Context: an optimization exercise on an open-source flow, tuned for small area, a short achievable clock period and few clock cycles per item. The choices shown serve that exercise and are no tape-out recipe. Where RTL was checked, it was by simulation tests only, not by an equivalence proof against the original. No activity file was given, so power comes from the tool's default toggle rates.

Design apply_front, start of the top module:
module apply_front (
	input logic clk,
	input logic reset,
	input logic in_valid,
	output logic in_ready,
	input logic [3-1:0] in_id,
	input logic in_negate,
	input logic [1:0] in_op,
	input logic [16-1:0] in_f,
	input logic [16-1:0] in_g,
	output logic var_req_valid,
	input logic var_req_ready,
	output logic [16-2:0] var_req_node,
	input logic var_resp_valid,
	input logic [8-1:0] var_resp_var,
	input logic cfg_write,
	input logic [8-1:0] cfg_address,
	input logic [32-1:0] cfg_wdata,
	output logic out_valid,
	input logic out_ready,
	output logic [3-1:0] out_id,
	output logic out_negate,
	output logic [1:0] out_op,
	output logic [16-1:0] out_f,
	output logic [16-1:0] out_g,
	output logic out_hit,
	output logic [16-1:0] out_result,
	output logic [8-1:0] out_top,
	output logic out_fetch_f,
	output logic out_fetch_g,
	output logic out_quantify
);
For scale: roughly 2,100 cells after synthesis, ~180 I/O pins, about 0.026 mm^2 of cells after synthesis.
export LEC_CHECK = 0
export CAP_MARGIN = 20
export CORE_MARGIN = 2
export CORE_UTILIZATION = 40
export CTS_BUF_LIST = sky130_fd_sc_hd__clkbuf_8
export SETUP_SLACK_MARGIN = 3.3
export SLEW_MARGIN = 20
create_clock -name core_clock -period 5.5 [get_ports {clk}]
run.sh (not shown) runs the stock make flow with config.mk's settings and CLKGATE_MAP_FILE= SYNTH_SCRIPT=/design/flow/synth_recipe.tcl, a recipe that flattens the netlist after the stock synthesis.
Testbench counts at the start, summed over its fixed seeds: cycles 9,328, items 4,000.
Rerun with:
--- a/flow/config.mk
+++ b/flow/config.mk
@@ -8,6 +8,6 @@
 export CAP_MARGIN = 20
 export CORE_MARGIN = 2
-export CORE_UTILIZATION = 40
+export CORE_UTILIZATION = 60
 export CTS_BUF_LIST = sky130_fd_sc_hd__clkbuf_8
-export SETUP_SLACK_MARGIN = 3.3
+export SETUP_SLACK_MARGIN = 3.15
 export SLEW_MARGIN = 20
Effect: Die area went down by 33%. Wire length went down by 9.9%. Design area went down by 4.5%. Clock-buffer cell count went down by 8. Power went down by 6.9%. Area after synthesis does not change. Critical path depth went down by 3. Setup slack gets better by 0.019 ns. Cell count went down by 10%. Non-clock buffer count went down by 43. Global-route usage went up by 8.2 points.
Rerun with:
==> flow/flow/run.sh (new file) <==
#!/bin/bash
# Layout flow: the standard flow, with plain buf_1 cells as the port
# buffers instead of the default choice. Everything else is unchanged.
set -euo pipefail
export BUFFER_PORTS_ARGS="-buffer_cell sky130_fd_sc_hd__buf_1"
bash standard.sh > standard_flow.log 2>&1
==> flow/standard.sh (new file) <==
#!/bin/bash
# synth_recipe.tcl (not shown) runs the flow's synth.tcl, then flattens the netlist and writes it again
# the make line also repeats each setting of config.mk as NAME=value (left out here)
make -C /OpenROAD-flow-scripts/flow DESIGN_CONFIG=/design/flow/config.mk WORK_HOME=/design/flow/orfs CLKGATE_MAP_FILE= SYNTH_SCRIPT=/design/flow/synth_recipe.tcl "${@:-finish}"
--- a/flow/config.mk
+++ b/flow/config.mk
@@ -8,5 +8,5 @@
 export CAP_MARGIN = 20
 export CORE_MARGIN = 2
-export CORE_UTILIZATION = 60
+export CORE_UTILIZATION = 40
 export CTS_BUF_LIST = sky130_fd_sc_hd__clkbuf_8
 export SETUP_SLACK_MARGIN = 3.15
removed: flow/run.sh
Result:
- wire length increases by 6.2%
- clock power increases by 6.1%
- sequential power stays flat
- design area decreases by 0.39%
Rerun with:
==> flow/run.sh (new file) <==
#!/bin/bash
# synth_recipe.tcl (not shown) runs the flow's synth.tcl, then flattens the netlist and writes it again
# the make line also repeats each setting of config.mk as NAME=value (left out here)
make -C /OpenROAD-flow-scripts/flow DESIGN_CONFIG=/design/flow/config.mk WORK_HOME=/design/flow/orfs CLKGATE_MAP_FILE= SYNTH_SCRIPT=/design/flow/synth_recipe.tcl finish
--- a/flow/config.mk
+++ b/flow/config.mk
@@ -10,4 +10,6 @@
 export CORE_UTILIZATION = 40
 export CTS_BUF_LIST = sky130_fd_sc_hd__clkbuf_8
+export CTS_CLUSTER_DIAMETER = 60
+export CTS_CLUSTER_SIZE = 16
 export SETUP_SLACK_MARGIN = 3.15
 export SLEW_MARGIN = 20
removed: flow/flow/run.sh
removed: flow/standard.sh
- sequential share of layout area went up by 0.60 points
- final cell count falls by 2.5%
- setup slack loses 0.036 ns


apply_front, a different RTL version from the one above (not shown whole).
Size in the first run: roughly 1400 cells after synthesis, ~600 flip-flops, about 25000 µm² of cells after synthesis.
==> flow/config.mk <==
export PLATFORM = sky130hd
export DESIGN_NAME = apply_front
export DESIGN_NICKNAME = apply_front
export VERILOG_FILES = /design/flow/design.v
export SDC_FILE = /design/flow/constraint.sdc
export NUM_CORES = 4
export LEC_CHECK = 0
export CAP_MARGIN = 20
export CORE_MARGIN = 2
export CORE_UTILIZATION = 40
export CTS_BUF_LIST = sky130_fd_sc_hd__clkbuf_8
export CTS_CLUSTER_DIAMETER = 60
export CTS_CLUSTER_SIZE = 16
export SETUP_SLACK_MARGIN = 3.25
export SLEW_MARGIN = 20
==> flow/constraint.sdc <==
create_clock -name core_clock -period 5.5 [get_ports {clk}]
set_input_delay 1.1000 -clock core_clock [delete_from_list [all_inputs] [get_ports {clk}]]
set_output_delay 1.1000 -clock core_clock [all_outputs]
set_load 0.01 [all_outputs]
Stock flow here: none of the scripts above is used.
Testbench counts at the start, summed over its fixed seeds: cycles 9,328, items 4,000.
Edit:
==> flow/flow/run.sh (new file) <==
#!/bin/bash
# Layout flow: the standard flow, with plain buf_1 cells as the port
# buffers instead of the default choice. Everything else is unchanged.
set -euo pipefail
export BUFFER_PORTS_ARGS="-buffer_cell sky130_fd_sc_hd__buf_1"
bash standard.sh > standard_flow.log 2>&1
==> flow/standard.sh (new file) <==
#!/bin/bash
# synth_recipe.tcl (not shown) runs the flow's synth.tcl, then flattens the netlist and writes it again
# the make line also repeats each setting of config.mk as NAME=value (left out here)
make -C /OpenROAD-flow-scripts/flow DESIGN_CONFIG=/design/flow/config.mk WORK_HOME=/design/flow/orfs CLKGATE_MAP_FILE= SYNTH_SCRIPT=/design/flow/synth_recipe.tcl "${@:-finish}"
Settings changed: SETUP_SLACK_MARGIN 3.25 to 3.15.
removed: flow/run.sh
=> The new run finished clean; maximum frequency stays flat; setup slack gains 0.0064 ns; power came out lower by about 0.65%; cell count came out lower by 0.83%; wire length came out lower by about 3%; synthesized cell count does not change; via count came out lower by about 2%; combinational power came out lower by about 4%; area after synthesis does not change.
Edit:
==> flow/run.sh (new file) <==
#!/bin/bash
# synth_recipe.tcl (not shown) runs the flow's synth.tcl, then flattens the netlist and writes it again
# the make line also repeats each setting of config.mk as NAME=value (left out here)
make -C /OpenROAD-flow-scripts/flow DESIGN_CONFIG=/design/flow/config.mk WORK_HOME=/design/flow/orfs CLKGATE_MAP_FILE= SYNTH_SCRIPT=/design/flow/synth_recipe.tcl finish
Settings changed: CORE_UTILIZATION 40 to 60.
removed: flow/flow/run.sh
removed: flow/standard.sh
After rerunning: The changed run ran to the end with no violations. Wire length fell by 4.2%. Power hardly moves. Via count rose by 1.2%. Cell area rose by 1.1%. Global-route usage rose by 8.2 points. Clock skew fell by 0.023 ns. Worst setup slack gains 0.076 ns. Die area fell by about 33%. Combinational power is about the same. Clock-buffer cell count rose by 1. Hold slack gains 0.020 ns.


Setup of alpha:
apply_front, a different RTL version from the one above (not shown whole).
For scale: about 2,400 cells after synthesis, about 180 I/O pins, ~26,000 sq um of cells after synthesis.
clock: 5.5 ns
lec_check: 0
cap_margin: 20
core_margin: 2
core_utilization: 40
slew_margin: 20
Stock flow here: none of the scripts above is used.
alpha: PASS, flow complete, no timing, DRC or antenna violations
Testbench counts of alpha, summed over its fixed seeds: cycles 9,777, items 4,000.
### alpha -> beta
Settings: setting SETUP_SLACK_MARGIN to 3.0 for the first time.
## What came out
- beta | status: complete | timing, DRC, antenna: pass
- Compared with alpha, beta shows a lower number of filler cells placed in the layout.
- Delta (beta minus alpha): largest net degree at the start of global routing shows an increase of 41, highest attainable clock frequency shows an increase of 24%.


## TR
apply_front, a different RTL version from the one above (not shown whole).
For scale: about 180 I/O pins, roughly 26000 µm² of cells after synthesis.
export LEC_CHECK = 0
export CAP_MARGIN = 20
export CORE_MARGIN = 2
export CORE_UTILIZATION = 40
export CTS_BUF_LIST = sky130_fd_sc_hd__clkbuf_8
export SETUP_SLACK_MARGIN = 3.0
export SLEW_MARGIN = 20
create_clock -name core_clock -period 5.5 [get_ports {clk}]
TR: done, clean on timing, DRC and antenna
Testbench counts of TR, summed over its fixed seeds: cycles 9,753, items 4,000.
Setup changes, TR to AL
- changing SETUP_SLACK_MARGIN from 3.0 to 3.15
Notes after the runs:
- Going from TR to AL, layout overhead on the synthesized area up 2.1 points, met3 track demand over resource moved down, met1 capacity usage during global routing now sits higher, part of the total power dissipated in the clock network decreased 1.3 points, share of power burned in registers -0.6 points.
- AL ended with more worst IR drop on VDD than TR.


== the baseline ==
Another version of the RTL of apply_front (not shown whole).
Size in the first run: ~640 flip-flops, ~180 I/O pins.
## apply_front
module apply_front (
	input logic clk,
	input logic reset,
	input logic in_valid,
	output logic in_ready,
	input logic [3-1:0] in_id,
	input logic in_negate,
	input logic [1:0] in_op,
	input logic [16-1:0] in_f,
	input logic [16-1:0] in_g,
	output logic var_req_valid,
	input logic var_req_ready,
	output logic [16-2:0] var_req_node,
	input logic var_resp_valid,
	input logic [8-1:0] var_resp_var,
	input logic cfg_write,
	input logic [8-1:0] cfg_address,
	input logic [32-1:0] cfg_wdata,
	output logic out_valid,
	input logic out_ready,
	output logic [3-1:0] out_id,
	output logic out_negate,
	output logic [1:0] out_op,
	output logic [16-1:0] out_f,
	output logic [16-1:0] out_g,
	output logic out_hit,
	output logic [16-1:0] out_result,
	output logic [8-1:0] out_top,
	output logic out_fetch_f,
	output logic out_fetch_g,
	output logic out_quantify
);
Settings: LEC_CHECK=0, CAP_MARGIN=20, CORE_MARGIN=2, CORE_UTILIZATION=40, SETUP_SLACK_MARGIN=3.0, SLEW_MARGIN=20; clock period 5.5 ns.
Modified inputs, the candidate compared to the baseline
- CTS_BUF_LIST: unset -> sky130_fd_sc_hd__clkbuf_8
[summary]
For the baseline, the capturing instance or port of the critical path was var_fetch_ctrl_i.out_quantify, unlike the candidate, where it was var_fetch_ctrl_i.e_top[3]. Diff the baseline -> the candidate: routed wire length saw a decrease, static leakage saw a decrease, total power consumption of the routed design saw a decrease, clock period minus worst slack saw an increase.
No run of this note included a check of the RTL's function; only the layout flow was run.


## purple
Another version of the RTL of apply_front (not shown whole).
Size: ~2100 cells after synthesis, roughly 600 flip-flops, roughly 180 I/O pins.
Design apply_front, start of the top module:
module apply_front (
	input logic clk,
	input logic reset,
	input logic in_valid,
	output logic in_ready,
	input logic [3-1:0] in_id,
	input logic in_negate,
	input logic [1:0] in_op,
	input logic [16-1:0] in_f,
	input logic [16-1:0] in_g,
	output logic var_req_valid,
	input logic var_req_ready,
	output logic [16-2:0] var_req_node,
	input logic var_resp_valid,
	input logic [8-1:0] var_resp_var,
	input logic cfg_write,
	input logic [8-1:0] cfg_address,
	input logic [32-1:0] cfg_wdata,
	output logic out_valid,
	input logic out_ready,
	output logic [3-1:0] out_id,
	output logic out_negate,
	output logic [1:0] out_op,
	output logic [16-1:0] out_f,
	output logic [16-1:0] out_g,
	output logic out_hit,
	output logic [16-1:0] out_result,
	output logic [8-1:0] out_top,
	output logic out_fetch_f,
	output logic out_fetch_g,
	output logic out_quantify
);
clock: 5.5 ns
lec_check: 0
cap_margin: 20
core_margin: 2
core_utilization: 40
cts_buf_list: sky130_fd_sc_hd__clkbuf_4
setup_slack_margin: 3.15
slew_margin: 20
Testbench counts of purple, summed over its fixed seeds: cycles 9,718, items 4,000.
Changes in orange relative to purple:
Settings: a change of CTS_BUF_LIST from sky130_fd_sc_hd__clkbuf_4 to sky130_fd_sc_hd__clkbuf_8.
### Flow results
In the metrics for orange and purple, the one carrying the higher final critical-path required period is purple. Global routing usage on met1: orange vs purple — no meaningful difference. Diff purple -> orange | static power due to leakage | increase of about 0.8%. Diff purple -> orange: total net switching power lost 0.35%, clock tree cell share of total cell area fell by 0.24 points, H-tree depth moved down. On buffer count from post-CTS setup fixing: orange sits above purple. Peak supply drop was lower in orange than in purple. orange vs. purple: design area rose 1.1%, portion of total power attributed to combinational logic about even.


Setup of nickel:
apply_front with an RTL version that a note above also has.
For scale: roughly 1400 cells after synthesis, roughly 600 flip-flops, about 180 I/O pins, roughly 25000 um2 of cells after synthesis.
## apply_front
module apply_front (
	input logic clk,
	input logic reset,
	input logic in_valid,
	output logic in_ready,
	input logic [3-1:0] in_id,
	input logic in_negate,
	input logic [1:0] in_op,
	input logic [16-1:0] in_f,
	input logic [16-1:0] in_g,
	output logic var_req_valid,
	input logic var_req_ready,
	output logic [16-2:0] var_req_node,
	input logic var_resp_valid,
	input logic [8-1:0] var_resp_var,
	input logic cfg_write,
	input logic [8-1:0] cfg_address,
	input logic [32-1:0] cfg_wdata,
	output logic out_valid,
	input logic out_ready,
	output logic [3-1:0] out_id,
	output logic out_negate,
	output logic [1:0] out_op,
	output logic [16-1:0] out_f,
	output logic [16-1:0] out_g,
	output logic out_hit,
	output logic [16-1:0] out_result,
	output logic [8-1:0] out_top,
	output logic out_fetch_f,
	output logic out_fetch_g,
	output logic out_quantify
);
	logic hit;
	logic [1:0] rsel;
	logic swap;
	logic need_f;
	logic need_g;
	logic shared;
	logic [8-1:0] qvar;
	logic qbit;
  ...
clock: 5.5 ns
lec_check: 0
cap_margin: 20
core_margin: 2
core_utilization: 40
cts_buf_list: sky130_fd_sc_hd__clkbuf_8
cts_cluster_diameter: 60
cts_cluster_size: 16
setup_slack_margin: 3.15
slew_margin: 20
standard.sh (not shown) runs the stock make flow with config.mk's settings and CLKGATE_MAP_FILE= SYNTH_SCRIPT=/design/flow/synth_recipe.tcl, a recipe that flattens the netlist after the stock synthesis.
==> flow/flow/run.sh <==
#!/bin/bash
# Layout flow: the standard flow, with plain buf_2 cells as the port
# buffers instead of the default choice, and without the timing repair at
# floorplan (before placement); the repairs after placement, CTS and global
# routing still run. Everything else is unchanged.
set -euo pipefail
export BUFFER_PORTS_ARGS="-buffer_cell sky130_fd_sc_hd__buf_2"
export REMOVE_ABC_BUFFERS=1
bash standard.sh > standard_flow.log 2>&1
nickel finished all stages; the layout is clean.
Testbench counts of nickel, summed over its fixed seeds: cycles 9,328, items 4,000.
Here is what was changed in the inputs of indigo compared with nickel.
- a change of CORE_UTILIZATION from 40 to 60
==> flow/flow/run.sh <==
#!/bin/bash
# Layout flow: the standard flow, with plain buf_2 cells as the port
# buffers instead of the default choice. Everything else is unchanged.
set -euo pipefail
export BUFFER_PORTS_ARGS="-buffer_cell sky130_fd_sc_hd__buf_2"
bash standard.sh > standard_flow.log 2>&1
Results
On indigo: largest fanout on the critical path is 5 higher than what nickel gave.
Count of placed standard cells including taps: nickel and indigo compared, lower one is indigo
The clock skew of indigo falls short of that of nickel by 18 ps.
In the tables for nickel and indigo, final critical-path setup slack reads lower with nickel.
Changes observed in indigo relative to nickel: post-layout instance area fell about 1.5%, global-route met3 utilization rose 1.1 points, minimum period implied by the final worst setup slack fell 23 ps, area taken by multi-input logic gates rose 1.2%.
The inputs of fjord differ from those of indigo as listed below.
- CORE_UTILIZATION: 60 -> 40
Findings:
Core utilization: fjord lower than indigo
On share of cell area taken by flip-flops and latches: fjord sits below indigo.
Against indigo, area of the die in fjord rose by more than a quarter.
For indigo, the startpoint of the most critical setup path was in_f[1], unlike fjord, where it was var_fetch_ctrl_i.out_result[15].
Across both runs, layout clock buffer count was higher for fjord than for indigo.
Relative to fjord, the following input files were edited for cedar:
==> flow/run.sh (new file) <==
#!/bin/bash
# synth_recipe.tcl (not shown) runs the flow's synth.tcl, then flattens the netlist and writes it again
# the make line also repeats each setting of config.mk as NAME=value (left out here)
make -C /OpenROAD-flow-scripts/flow DESIGN_CONFIG=/design/flow/config.mk WORK_HOME=/design/flow/orfs CLKGATE_MAP_FILE= SYNTH_SCRIPT=/design/flow/synth_recipe.tcl finish
removed: flow/flow/run.sh
removed: flow/standard.sh
Notes after the runs:
From fjord to cedar the numbers moved as follows: sum of overflow across all layers after global routing was more or less identical; worst-margin pin slew went down; wire length higher. Looking at worst setup path endpoint, the var_req_node[3] result is from cedar; the out_result[15] one comes from fjord. Of the two values seen for launch point of the worst path, var_fetch_ctrl_i.out_result[15] was produced by fjord and var_fetch_ctrl_i.mem_req_node[3] by cedar.

[re-timing with driven ports]
How much do the figures lean on ideal ports? The routed layouts below were timed once more, with nothing changed but the port constraints. Step 1: set_driving_cell puts a clkbuf_16 on clk and a buf_2 on each other input, an assumption about the parent block. Step 2 also shifts input and output timing later by t, the mid clock arrival at the registers, as if the neighbouring blocks saw the same clock. Slacks: no drivers / after step 1 / after step 2; pairs: no drivers / after step 1.
run | t (ns) | slack for setup (ns) | worst setup path after step 2 | worst data-port slew with drivers (ns)
the first run of note 1 | 0.750 | 3.050 / 3.025 / 2.311 | input to register | 0.13
the second run of note 1 | 0.720 | 3.069 / 3.037 / 2.343 | input to register | 0.20
the third run of note 1 | 0.779 | 3.061 / 2.998 / 2.252 | input to register | 0.16
the fourth run of note 1 | 0.707 | 3.025 / 3.005 / 2.353 | input to register | 0.15
the first run of note 2 | 0.694 | 3.042 / 2.982 / 2.460 | input to register | 0.14
the second run of note 2 | 0.716 | 3.049 / 2.991 / 2.413 | input to register | 0.11
the third run of note 2 | 0.690 | 3.125 / 3.074 / 2.422 | input to register | 0.15
alpha | 0.683 | 0.501 / 0.439 / 0.577 | register to register | 0.13
beta | 0.676 | 1.478 / 1.415 / 1.622 | register to register | 0.12
TR | 0.758 | 2.943 / 2.956 / 2.198 | input to register | 0.09
AL | 0.756 | 3.036 / 3.019 / 2.266 | input to register | 0.16
the baseline | 0.667 | 2.808 / 2.808 / 2.213 | input to register | 0.09
the candidate | 0.754 | 2.799 / 2.799 / 2.102 | input to register | 0.10
purple | 1.020 | 2.840 / 2.780 / 2.102 | input to register | 0.11
orange | 0.772 | 3.112 / 3.050 / 2.353 | input to register | 0.11
nickel | 0.723 | 3.096 / 3.035 / 2.394 | input to register | 0.18
indigo | 0.701 | 3.119 / 3.083 / 2.382 | input to register | 0.11
fjord | 0.718 | 3.055 / 2.997 / 2.429 | input to register | 0.09
cedar | 0.726 | 3.039 / 2.983 / 2.403 | input to register | 0.09
After both steps every run listed still meets setup and hold. For the third run of note 1, which loses most, drivers alone change the setup slack by -0.063 ns; drivers and shift together by -0.809 ns.
